From an optimization exercise on the open Yosys and OpenROAD flow, aimed at small area; shortcuts taken in it are not production practice. The RTL was checked by simulation tests, not by an equivalence proof against the original design. No activity file was given, so power comes from the tool's default toggle rates.

== P ==
==> module lpc_lt, before the edit <==
module lpc_lt #(
  parameter int unsigned W = 20
) (
  input  logic [W-1:0] tn,    
  input  logic [W-1:0] x,
  output logic         lt     
);
  localparam int unsigned L = W / 2;
  logic [L:0]   c;
  logic [W:L]   c0;
  logic [W-1:L] pn;          
  logic         p_all;
  lpc_and2 u_l0 (.a(tn[0]), .b(x[0]), .y(c[1]));
  for (genvar i = 1; i < L; i++) begin : g_lo
    lpc_maj3 u_m (.a(tn[i]), .b(x[i]), .c(c[i]), .y(c[i+1]));
  end
  lpc_and2 u_h0 (.a(tn[L]), .b(x[L]), .y(c0[L+1]));
  for (genvar i = L + 1; i < W; i++) begin : g_hi
    lpc_maj3 u_m0 (.a(tn[i]), .b(x[i]), .c(c0[i]), .y(c0[i+1]));
  end
  for (genvar i = L; i < W; i++) begin : g_pn
    lpc_nor2 u_p (.a(tn[i]), .b(x[i]), .y(pn[i]));
  end
  if (W - L == 10) begin : g_p10
    logic [2:0] pg;
    lpc_nor4 u_g0 (.a(pn[L]),   .b(pn[L+1]), .c(pn[L+2]), .d(pn[L+3]), .y(pg[0]));
    lpc_nor4 u_g1 (.a(pn[L+4]), .b(pn[L+5]), .c(pn[L+6]), .d(pn[L+7]), .y(pg[1]));
    lpc_nor2 u_g2 (.a(pn[L+8]), .b(pn[L+9]), .y(pg[2]));
    lpc_and3 u_p  (.a(pg[0]), .b(pg[1]), .c(pg[2]), .y(p_all));
  end else begin : g_pw
    assign p_all = ~|pn;
  end
  lpc_a21o u_sel (.a1(p_all), .a2(c[L]), .b1(c0[W]), .y(lt));
endmodule
==> flow/config.mk <==
export PLATFORM = sky130hd
export DESIGN_NAME = log_perf_ctrl
export DESIGN_NICKNAME = log_perf_ctrl
export VERILOG_FILES = /design/flow/design.v
export SDC_FILE = /design/flow/constraint.sdc
export NUM_CORES = 4
export LEC_CHECK = 0
export CAP_MARGIN = 20
export CORE_MARGIN = 2
export CORE_UTILIZATION = 70
export PLACE_DENSITY = 0.82
export SLEW_MARGIN = 20
export SYNTH_HIERARCHICAL = 1
==> flow/constraint.sdc <==
create_clock -name core_clock -period 7.0 [get_ports {clock}]
set_input_delay 1.4000 -clock core_clock [delete_from_list [all_inputs] [get_ports {clock}]]
set_output_delay 1.4000 -clock core_clock [all_outputs]
set_load 0.01 [all_outputs]
standard.sh (not shown) runs the stock make flow with config.mk's settings and CLKGATE_MAP_FILE= SYNTH_SCRIPT=/design/flow/synth_recipe.tcl, a recipe that flattens the netlist after the stock synthesis.
==> flow/flow/run.sh <==
#!/bin/bash
# Standard layout (the standard.sh) with these changes:
#  - port buffers use the smallest buffer cell;
#  - clock tree synthesis without dummy loads;
#  - after floorplan, combinational cells go to their smallest drive
#    strength (flow/downsize.tcl); later repair passes size up as needed.
set -euo pipefail
bash standard.sh \
  BUFFER_PORTS_ARGS="-buffer_cell sky130_fd_sc_hd__buf_1" \
  CTS_ARGS="-sink_clustering_enable -repair_clock_nets -dont_use_dummy_load -buf_list sky130_fd_sc_hd__clkbuf_4 -sink_clustering_size 10 -sink_clustering_max_diameter 60" \
  POST_FLOORPLAN_TCL="$PWD/flow/downsize.tcl" \
  finish > standard.log 2>&1
==> flow/flow/downsize.tcl <==
# POST_FLOORPLAN hook: put every combinational cell at the smallest drive
# strength of its function. The resizer's later repair_design and
# repair_timing passes size up again wherever slew, load or timing need it.
set block [ord::get_db_block]
set db [ord::get_db]
set skip {^(df|edf|sdf|sedf|dl|conb|tap|fill|decap|probe|lpflow|clk)}
set count 0
foreach inst [$block getInsts] {
  set name [[$inst getMaster] getName]
  if {![regexp {^sky130_fd_sc_hd__([a-z0-9]+)_([0-9]+)$} $name -> base drive]} { continue }
  if {[regexp $skip $base]} { continue }
  set best $name
  set best_area [expr {[[$inst getMaster] getWidth] * [[$inst getMaster] getHeight]}]
  foreach d {0 1} {
    set m [$db findMaster sky130_fd_sc_hd__${base}_$d]
    if {$m eq "NULL" || $m eq ""} { continue }
    set a [expr {[$m getWidth] * [$m getHeight]}]
    if {$a < $best_area} {
      set best [$m getName]
      set best_area $a
    }
  }
  if {$best ne $name} {
    replace_cell [$inst getName] $best
    incr count
  }
}
puts "downsize: replaced $count cells"
The following lists how Q was set up differently from P:
diff --git a/flow/design.v b/flow/design.v
--- a/flow/design.v
+++ b/flow/design.v
@@ -43,34 +43,22 @@
   input  logic [W-1:0] x,
   output logic         lt     
 );
   localparam int unsigned L = W / 2;
   logic [L:0]   c;
-  logic [W:L]   c0;
-  logic [W-1:L] pn;          
-  logic         p_all;
+  logic [W:L]   c0, c1;
   lpc_and2 u_l0 (.a(tn[0]), .b(x[0]), .y(c[1]));
   for (genvar i = 1; i < L; i++) begin : g_lo
     lpc_maj3 u_m (.a(tn[i]), .b(x[i]), .c(c[i]), .y(c[i+1]));
   end
   lpc_and2 u_h0 (.a(tn[L]), .b(x[L]), .y(c0[L+1]));
+  lpc_or2  u_h1 (.a(tn[L]), .b(x[L]), .y(c1[L+1]));
   for (genvar i = L + 1; i < W; i++) begin : g_hi
     lpc_maj3 u_m0 (.a(tn[i]), .b(x[i]), .c(c0[i]), .y(c0[i+1]));
+    lpc_maj3 u_m1 (.a(tn[i]), .b(x[i]), .c(c1[i]), .y(c1[i+1]));
   end
-  for (genvar i = L; i < W; i++) begin : g_pn
-    lpc_nor2 u_p (.a(tn[i]), .b(x[i]), .y(pn[i]));
-  end
-  if (W - L == 10) begin : g_p10
-    logic [2:0] pg;
-    lpc_nor4 u_g0 (.a(pn[L]),   .b(pn[L+1]), .c(pn[L+2]), .d(pn[L+3]), .y(pg[0]));
-    lpc_nor4 u_g1 (.a(pn[L+4]), .b(pn[L+5]), .c(pn[L+6]), .d(pn[L+7]), .y(pg[1]));
-    lpc_nor2 u_g2 (.a(pn[L+8]), .b(pn[L+9]), .y(pg[2]));
-    lpc_and3 u_p  (.a(pg[0]), .b(pg[1]), .c(pg[2]), .y(p_all));
-  end else begin : g_pw
-    assign p_all = ~|pn;
-  end
-  lpc_a21o u_sel (.a1(p_all), .a2(c[L]), .b1(c0[W]), .y(lt));
+  lpc_mux2 u_sel (.s(c[L]), .a0(c0[W]), .a1(c1[W]), .y(lt));
 endmodule
 module lpc_window #(
   parameter int unsigned W = 20
 ) (
   input  logic [W-1:0] timer_q,
==> comparison <==
Post-synthesis instance area in Q is 0.50% above P. Q -> P: number of sequential storage elements delta 0, exact match. Relative to P, number of violations reported at the end of detailed-routing iteration 0 has decreased by about 4.4% in Q. The power was comparable across P and Q. Looking at worst setup slack across both flows, Q is the weaker of the two, with P ahead. The met2 capacity usage during global routing reported for Q is greater than that of P by 0.29 points. When Q is set beside P, its average instance area after synthesis turns out to be about 1.2% larger. Final area is lower on P.

==> afterwards: timing with drivers on the ports <==
The results above use ideal ports. As a check the final layouts listed here were re-extracted and re-timed, cells and wires unchanged. Step 1 sets driving cells, clkbuf_16 on the clock port and buf_2 on the other inputs (assumed; they add their load-dependent delay and slew). Step 2 also shifts input and output timing later by t, the mid clock arrival at the registers, as if the neighbouring blocks saw the same clock. Slacks: ideal / step 1 / step 2; pairs: ideal / step 1.
run | shift t [ns] | setup slack, ns | worst slew at a driven data input, ns
P | 0.702 | 0.188 / 0.162 / 0.162 | 0.05
Q | 0.682 | 0.111 / 0.089 / 0.089 | 0.05
After both steps setup and hold are still met in every run listed. The setup slack of P, which loses most, moves by -0.026 ns with the drivers and by -0.026 ns with both steps.
